This design comes from an exercise in tuning for small area, a short achievable clock period and few clock cycles per item on the open sky130 flow, not from production work.
Function was checked by simulation only, so behaviour that the tests miss may differ from the original.

// mandel_engine
module mandel_engine #(
    parameter int BITS      = 16,
    parameter int ITER_BITS = 7
) (
    input  logic                   clk,
    input  logic                   rst_n,
    input  logic                   in_valid,
    output logic                   in_ready,
    input  logic signed [BITS-1:0] in_x,
    input  logic signed [BITS-1:0] in_y,
    input  logic                   julia_mode,
    input  logic signed [BITS-1:0] julia_cx,
    input  logic signed [BITS-1:0] julia_cy,
    input  logic [ITER_BITS-1:0]   max_iter,
    input  logic                   abort,
    output logic                   out_valid,
    input  logic                   out_ready,
    output logic [ITER_BITS-1:0]   out_iter,
    output logic                   out_escaped,
    output logic                   busy
);
    logic run_q, done_q;
    logic [6:0] iter_q, lim_q;
    logic signed [15:0] cx_q, cy_q;
    logic [15:0] zxn_q, zyn_q, sxn_q, syn_q;
    logic [16:0] xn, yn;
    logic mesc;
    logic mesc_q, xh_q, yh_q, stop_q;
  ...
Settings: LEC_CHECK=0, CAP_MARGIN=20, CORE_MARGIN=2, CORE_UTILIZATION=65, CTS_BUF_LIST=sky130_fd_sc_hd__clkbuf_8, PLACE_DENSITY=0.75, SLEW_MARGIN=20, SYNTH_HIERARCHICAL=1, SYNTH_MINIMUM_KEEP_SIZE=0; clock period 14.0 ns.
standard.sh (not shown) runs the stock make flow with config.mk's settings and CLKGATE_MAP_FILE= SYNTH_SCRIPT=/design/flow/synth_recipe.tcl, a recipe that flattens the netlist after the stock synthesis.
==> flow/flow/run.sh <==
#!/bin/bash
# The standard layout (standard.sh), with the port buffers made from
# sky130_fd_sc_hd__buf_1 cells instead of the default choice of a delay
# buffer, and clock tree synthesis without dummy loads.
set -euo pipefail
export BUFFER_PORTS_ARGS="-buffer_cell sky130_fd_sc_hd__buf_1"
export CTS_ARGS="-sink_clustering_enable -repair_clock_nets -buf_list \"sky130_fd_sc_hd__clkbuf_2 sky130_fd_sc_hd__clkbuf_4 sky130_fd_sc_hd__clkbuf_8\" -dont_use_dummy_load"
bash standard.sh > standard.log 2>&1
The first run finished with timing, DRC and antenna clean.
Testbench counts at the start, summed over its fixed seeds: cycles 84,151, points 2,048.
Then changed:
==> flow/flow/run.sh (replaced) <==
#!/bin/bash
# The standard layout (standard.sh), with the port buffers made from
# sky130_fd_sc_hd__buf_1 cells instead of the default choice of a delay buffer.
set -euo pipefail
export BUFFER_PORTS_ARGS="-buffer_cell sky130_fd_sc_hd__buf_1"
bash standard.sh > standard.log 2>&1
CORE_UTILIZATION = 55   (was 65)
PLACE_DENSITY = 0.65   (was 0.75)
First-iteration DRC count decreases by about a fifth.
Worst setup slack degrades by 200 ps.
Via count decreases slightly.
Maximum frequency decreases by a few percent.
Then changed:
--- a/flow/flow/run.sh
+++ b/flow/flow/run.sh
@@ -3 +3,2 @@
-# sky130_fd_sc_hd__buf_1 cells instead of the default choice of a delay buffer.
+# sky130_fd_sc_hd__buf_1 cells instead of the default choice of a delay
+# buffer, and clock tree synthesis without dummy loads.
@@ -5,0 +7 @@
+export CTS_ARGS="-sink_clustering_enable -repair_clock_nets -buf_list sky130_fd_sc_hd__clkbuf_8 -dont_use_dummy_load"
CORE_UTILIZATION = 65   (was 55)
PLACE_DENSITY = 0.75   (was 0.65)
SLEW_MARGIN = 65   (was 20)
Effect: The new run completed without violations. Worst setup slack improved by 210 ps. Synthesized cell count is unchanged. Count of clock-buffer cells in the layout went down by 2. Sequential share of layout area rose by 0.20 points. Design area goes down slightly. Via count grows slightly. Worst hold slack improved by 5.6 ps.
Then changed:
GPL_ROUTABILITY_DRIVEN = 0   (was default)
SLEW_MARGIN = 20   (was 65)
Result: The new run passed the timing, design-rule and antenna checks; worst hold slack barely changes; sequential cell count stays the same; non-clock buffer count came out lower by 1.
Then changed:
--- a/flow/flow/run.sh
+++ b/flow/flow/run.sh
@@ -4 +4,2 @@
-# buffer, and clock tree synthesis without dummy loads.
+# buffer, clock tree synthesis without dummy loads, and gain-based buffering
+# of high-fanout nets after global placement (flow/gain.tcl).
@@ -7,0 +9 @@
+export POST_GLOBAL_PLACE_TCL="$(pwd)/flow/gain.tcl"
==> flow/flow/gain.tcl (new file) <==
# After global placement: gain-based buffering of high-fanout nets.
estimate_parasitics -placement
repair_design -buffer_gain 4.0 -verbose
GPL_ROUTABILITY_DRIVEN = default   (was 0)
Effect: Now the flow did not get past global placement with EST-0104; area after synthesis stays the same; synthesized cell count is unchanged.

* * *

## build 52
mandel_engine, a different RTL version from the one above (not shown whole).
For scale: roughly 1,700 cells after synthesis, ~88 I/O pins, about 18,000 um^2 of cells after synthesis.
clock: 14.0 ns
lec_check: 0
cap_margin: 20
core_margin: 2
core_utilization: 65
cts_buf_list: sky130_fd_sc_hd__clkbuf_8
place_density: 0.8
slew_margin: 20
synth_hierarchical: 1
synth_minimum_keep_size: 0
==> flow/flow/run.sh <==
#!/bin/bash
# The standard layout (standard.sh), with: the port buffers made from
# sky130_fd_sc_hd__buf_1 cells instead of the default choice of a delay
# buffer; clock tree synthesis without dummy loads; after global placement,
# registers with many loads upsized (flow/gain.tcl); after detailed
# placement, buffers with many loads upsized (flow/bufs.tcl).
set -euo pipefail
export BUFFER_PORTS_ARGS="-buffer_cell sky130_fd_sc_hd__buf_1"
export CTS_ARGS="-sink_clustering_enable -repair_clock_nets -buf_list sky130_fd_sc_hd__clkbuf_8 -dont_use_dummy_load"
export POST_GLOBAL_PLACE_TCL="$(pwd)/flow/gain.tcl"
export POST_DETAIL_PLACE_TCL="$(pwd)/flow/bufs.tcl"
bash standard.sh > standard.log 2>&1
==> flow/flow/bufs.tcl <==
# After detailed placement: buffers that drive many loads get a stronger
# drive of their own kind (buf_4 -> buf_8).
set n 0
foreach inst [get_cells *] {
  if {[get_property $inst ref_name] ne "sky130_fd_sc_hd__buf_4"} { continue }
  set o [get_pins -of_objects $inst -filter "direction == output"]
  set loads [llength [get_pins -of_objects [get_nets -of_objects $o] -filter "direction == input"]]
  if {$loads >= 10} {
    replace_cell $inst sky130_fd_sc_hd__buf_8
    incr n
  }
}
puts "bufs.tcl: upsized $n buffers"
==> flow/flow/gain.tcl <==
# After global placement: registers that drive many loads get the
# strongest drive of their own cell type (dfxtp_1 -> dfxtp_4).
set n 0
foreach inst [get_cells *] {
  if {[get_property $inst ref_name] ne "sky130_fd_sc_hd__dfxtp_1"} { continue }
  set q [get_pins -of_objects $inst -filter "direction == output"]
  set loads [llength [get_pins -of_objects [get_nets -of_objects $q] -filter "direction == input"]]
  if {$loads >= 8} {
    replace_cell $inst sky130_fd_sc_hd__dfxtp_4
    incr n
  }
}
puts "gain.tcl: upsized $n registers"
Testbench counts of build 52, summed over its fixed seeds: cycles 83,179, points 2,048.
The following lists how build 21 was set up differently from build 52:
# build 52
export LEC_CHECK = 0
export CAP_MARGIN = 20
export CORE_MARGIN = 2
export CORE_UTILIZATION = 65
export CTS_BUF_LIST = sky130_fd_sc_hd__clkbuf_8
export PLACE_DENSITY = 0.8
export SLEW_MARGIN = 20
export SYNTH_HIERARCHICAL = 1
export SYNTH_MINIMUM_KEEP_SIZE = 0
create_clock -name core_clock -period 14.0 [get_ports {clk}]
# build 21
export LEC_CHECK = 0
export CAP_MARGIN = 20
export CORE_MARGIN = 2
export CORE_UTILIZATION = 65
export CTS_BUF_LIST = sky130_fd_sc_hd__clkbuf_8
export GPL_TIMING_DRIVEN = 0
export PLACE_DENSITY = 0.8
export SLEW_MARGIN = 20
export SYNTH_HIERARCHICAL = 1
export SYNTH_MINIMUM_KEEP_SIZE = 0
create_clock -name core_clock -period 14.0 [get_ports {clk}]
-- flow/flow/bufs.tcl --
<<< build 52, line 8
  if {$loads >= 10} {
>>> build 21, line 8
  if {$loads >= 16} {
Notes after the runs:
Global-route usage ended up 2.7 points higher on build 21 than on build 52.
The global routing met2 resource utilization in build 21 sits 3.3 points above the value recorded for build 52.
In the reports for build 21 and build 52, the smaller sequential standard cell area belongs to build 21.
Comparing build 21 and build 52, pre-CTS worst setup slack is higher on build 52.
Of build 21 and build 52, build 52 shows the higher peak fanout along the critical path, with build 21 below it.
Build 21 reports its beginning of the critical path as zxn_q[9]$_DFF_P_ while build 52 reports zyn_q[8]$_DFF_P_.
Per the comparison of build 21 with build 52, logic depth of the worst path, buffers included lower, number of nets in the final layout now larger, portion of the clock cycle consumed by the worst path in the final layout picked up an extra 7.3 points.
Input-level comparison between build 98 and build 21:
# build 21
export LEC_CHECK = 0
export CAP_MARGIN = 20
export CORE_MARGIN = 2
export CORE_UTILIZATION = 65
export CTS_BUF_LIST = sky130_fd_sc_hd__clkbuf_8
export GPL_TIMING_DRIVEN = 0
export PLACE_DENSITY = 0.8
export SLEW_MARGIN = 20
export SYNTH_HIERARCHICAL = 1
export SYNTH_MINIMUM_KEEP_SIZE = 0
create_clock -name core_clock -period 14.0 [get_ports {clk}]
# build 98
export LEC_CHECK = 0
export CAP_MARGIN = 20
export CORE_MARGIN = 2
export CORE_UTILIZATION = 65
export CTS_BUF_LIST = sky130_fd_sc_hd__clkbuf_8
export PLACE_DENSITY = 0.75
export SLEW_MARGIN = 20
export SYNTH_HIERARCHICAL = 1
export SYNTH_MINIMUM_KEEP_SIZE = 0
create_clock -name core_clock -period 14.0 [get_ports {clk}]
-- flow/flow/run.sh --
<<< build 21, line 2
# The standard layout (standard.sh), with: the port buffers made from
>>> build 98, line 2
# The standard layout (standard.sh), with the port buffers made from
<<< build 21, line 4
# buffer; clock tree synthesis without dummy loads; after global placement,
# registers with many loads upsized (flow/gain.tcl); after detailed
# placement, buffers with many loads upsized (flow/bufs.tcl).
>>> build 98, line 4
# buffer, clock tree synthesis without dummy loads, and gain-based buffering
# of high-fanout nets after global placement (flow/gain.tcl) and after
# detailed placement (flow/bufs.tcl).
## What came out
Having completed the whole flow, build 98 delivered a layout that passed the timing, design-rule and antenna checks.
Build 21 completed end to end with timing, DRC and antenna clean.
Count of filler cells inserted in the layout: build 98 vs build 21 down 48
In the tables for build 98 and build 21, non-clock buffer count reads lower with build 98.
Compared to build 21, the router laid down less metal wire for build 98.
#### Input delta (build 24 over build 98)
# build 98
export LEC_CHECK = 0
export CAP_MARGIN = 20
export CORE_MARGIN = 2
export CORE_UTILIZATION = 65
export CTS_BUF_LIST = sky130_fd_sc_hd__clkbuf_8
export PLACE_DENSITY = 0.75
export SLEW_MARGIN = 20
export SYNTH_HIERARCHICAL = 1
export SYNTH_MINIMUM_KEEP_SIZE = 0
create_clock -name core_clock -period 14.0 [get_ports {clk}]
# build 24
export LEC_CHECK = 0
export CAP_MARGIN = 20
export CORE_MARGIN = 2
export CORE_UTILIZATION = 65
export CTS_BUF_LIST = sky130_fd_sc_hd__clkbuf_8
export PLACE_DENSITY = 0.7
export PLACE_DENSITY_LB_ADDON = 0.1
export SLEW_MARGIN = 20
export SYNTH_HIERARCHICAL = 1
export SYNTH_MINIMUM_KEEP_SIZE = 0
create_clock -name core_clock -period 14.0 [get_ports {clk}]
-- flow/flow/run.sh --
<<< build 98, line 2
# The standard layout (standard.sh), with the port buffers made from
>>> build 24, line 2
# The standard layout (standard.sh), with: the port buffers made from
<<< build 98, line 4
# buffer, clock tree synthesis without dummy loads, and gain-based buffering
# of high-fanout nets after global placement (flow/gain.tcl) and after
# detailed placement (flow/bufs.tcl).
>>> build 24, line 4
# buffer; clock tree synthesis without dummy loads; after global placement,
# registers with many loads upsized (flow/gain.tcl); after detailed
# placement, buffers with many loads upsized (flow/bufs.tcl).
Findings:
Build 24 ended up with a higher final worst setup slack than build 98 did. Of build 98 and build 24, the run reporting the lower number of global-route vias before repair was build 24. Re final wirelength: build 98 and build 24 aren't equal, and the higher value belongs to build 24. Build 24 finished every stage and its layout cleared the timing, design-rule and antenna checks. Via count delta (build 24 -> build 98): insignificant. When build 24 is measured against build 98, its fraction of the cycle the final worst path needs turns out 0.39 points lower. | final standard cell count with taps included and fillers excluded | build 24 vs build 98 | ≈ equal |.
### build 24 -> build 12
# build 24
export LEC_CHECK = 0
export CAP_MARGIN = 20
export CORE_MARGIN = 2
export CORE_UTILIZATION = 65
export CTS_BUF_LIST = sky130_fd_sc_hd__clkbuf_8
export PLACE_DENSITY = 0.7
export PLACE_DENSITY_LB_ADDON = 0.1
export SLEW_MARGIN = 20
export SYNTH_HIERARCHICAL = 1
export SYNTH_MINIMUM_KEEP_SIZE = 0
create_clock -name core_clock -period 14.0 [get_ports {clk}]
# build 12
export LEC_CHECK = 0
export CAP_MARGIN = 20
export CORE_MARGIN = 2
export CORE_UTILIZATION = 65
export CTS_BUF_LIST = sky130_fd_sc_hd__clkbuf_8
export PLACE_DENSITY = 0.75
export SLEW_MARGIN = 20
export SYNTH_HIERARCHICAL = 1
export SYNTH_MINIMUM_KEEP_SIZE = 0
create_clock -name core_clock -period 14.0 [get_ports {clk}]
==> flow/flow/run.sh <==
#!/bin/bash
# The standard layout (standard.sh), with the port buffers made from
# sky130_fd_sc_hd__buf_1 cells instead of the default choice of a delay
# buffer, and clock tree synthesis without dummy loads.
set -euo pipefail
export BUFFER_PORTS_ARGS="-buffer_cell sky130_fd_sc_hd__buf_1"
export CTS_ARGS="-sink_clustering_enable -repair_clock_nets -buf_list sky130_fd_sc_hd__clkbuf_8 -dont_use_dummy_load"
bash standard.sh > standard.log 2>&1
removed: flow/flow/bufs.tcl
removed: flow/flow/gain.tcl
==> notes.md <==
Per the comparison of build 12 with build 24, final area now smaller; clock buffer count in the final layout comparable.
Relative to build 12, the following input files were edited for build 89:
# build 12
export LEC_CHECK = 0
export CAP_MARGIN = 20
export CORE_MARGIN = 2
export CORE_UTILIZATION = 65
export CTS_BUF_LIST = sky130_fd_sc_hd__clkbuf_8
export PLACE_DENSITY = 0.75
export SLEW_MARGIN = 20
export SYNTH_HIERARCHICAL = 1
export SYNTH_MINIMUM_KEEP_SIZE = 0
create_clock -name core_clock -period 14.0 [get_ports {clk}]
# build 89
export LEC_CHECK = 0
export CAP_MARGIN = 20
export CORE_MARGIN = 2
export CORE_UTILIZATION = 60
export CTS_BUF_LIST = sky130_fd_sc_hd__clkbuf_8
export PLACE_DENSITY = 0.7
export SLEW_MARGIN = 20
export SYNTH_HIERARCHICAL = 1
export SYNTH_MINIMUM_KEEP_SIZE = 0
create_clock -name core_clock -period 14.0 [get_ports {clk}]
-- flow/flow/run.sh --
<<< build 12, line 4
# buffer, and clock tree synthesis without dummy loads.
>>> build 89, line 4
# buffer, clock tree synthesis without dummy loads, and gain-based buffering
# of high-fanout nets after global placement (flow/gain.tcl) and after
# detailed placement (flow/bufs.tcl).
<<< build 12, line 8
>>> build 89, line 10
export POST_GLOBAL_PLACE_TCL="$(pwd)/flow/gain.tcl"
export POST_DETAIL_PLACE_TCL="$(pwd)/flow/bufs.tcl"
==> flow/flow/bufs.tcl (new file) <==
# After detailed placement: buffers that drive many loads get a stronger
# drive of their own kind (buf_4 -> buf_8).
set n 0
foreach inst [get_cells *] {
  if {[get_property $inst ref_name] ne "sky130_fd_sc_hd__buf_4"} { continue }
  set o [get_pins -of_objects $inst -filter "direction == output"]
  set loads [llength [get_pins -of_objects [get_nets -of_objects $o] -filter "direction == input"]]
  if {$loads >= 16} {
    replace_cell $inst sky130_fd_sc_hd__buf_8
    incr n
  }
}
puts "bufs.tcl: upsized $n buffers"
==> flow/flow/gain.tcl (new file) <==
# After global placement: registers that drive many loads get the
# strongest drive of their own cell type (dfxtp_1 -> dfxtp_4).
set n 0
foreach inst [get_cells *] {
  if {[get_property $inst ref_name] ne "sky130_fd_sc_hd__dfxtp_1"} { continue }
  set q [get_pins -of_objects $inst -filter "direction == output"]
  set loads [llength [get_pins -of_objects [get_nets -of_objects $q] -filter "direction == input"]]
  if {$loads >= 8} {
    replace_cell $inst sky130_fd_sc_hd__dfxtp_4
    incr n
  }
}
puts "gain.tcl: upsized $n registers"
### Flow results
Build 89 finished all stages; the layout is clean. Area after synthesis came out exactly the same in build 12 and build 89. The final reports for build 89 and build 12 show slack of the critical path higher in the former. Build 89 ends up with a area of the core that is 2600 um^2 higher than in build 12. Count of cells along the worst hold path across build 12 and build 89: no real change. On number of vias in the routed layout, build 89 does better than build 12. Sequential share of cell area across build 12 and build 89: no real change. Sort build 12 and build 89 by met2 global-route usage asc -> top: build 89. Fmax | build 89 vs build 12 | build 89 faster. Cell area | build 89 vs build 12 | build 89 larger. Summary of build 89 over build 12: wire length now larger.

-- what the ideal ports hide --
Ports are ideal in the flow. The routed layouts listed here were re-timed in OpenROAD. Step 1 sets driving cells, clkbuf_16 on the clock port and buf_2 on the other inputs (assumed; they add their load-dependent delay and slew). Step 2 also shifts input and output timing later by t, the mid clock arrival at the registers, as if the neighbouring blocks saw the same clock. Slacks: no drivers / after step 1 / after step 2; pairs: no drivers / after step 1.
run | t, ns | slack for setup (ns) | clock arrival spread, ns | worst slew at a driven data input, ns
the first run of note 1 | 0.487 | 7.816 / 7.816 / 7.816 | 0.028 / 0.028 | 0.03
the second run of note 1 | 0.520 | 7.619 / 7.619 / 7.619 | 0.019 / 0.019 | 0.03
the third run of note 1 | 0.490 | 7.834 / 7.834 / 7.834 | 0.034 / 0.033 | 0.04
the fourth run of note 1 | 0.487 | 7.816 / 7.816 / 7.816 | 0.028 / 0.028 | 0.03
build 52 | 0.509 | 7.894 / 7.894 / 7.894 | 0.037 / 0.038 | 0.03
build 21 | 0.501 | 6.867 / 6.867 / 6.867 | 0.042 / 0.042 | 0.03
build 98 | 0.503 | 7.816 / 7.816 / 7.816 | 0.030 / 0.030 | 0.04
build 24 | 0.483 | 7.870 / 7.870 / 7.870 | 0.028 / 0.029 | 0.03
build 12 | 0.498 | 7.703 / 7.703 / 7.703 | 0.029 / 0.030 | 0.04
build 89 | 0.497 | 7.836 / 7.836 / 7.836 | 0.020 / 0.021 | 0.04
After both steps setup and hold are still met in every run listed.
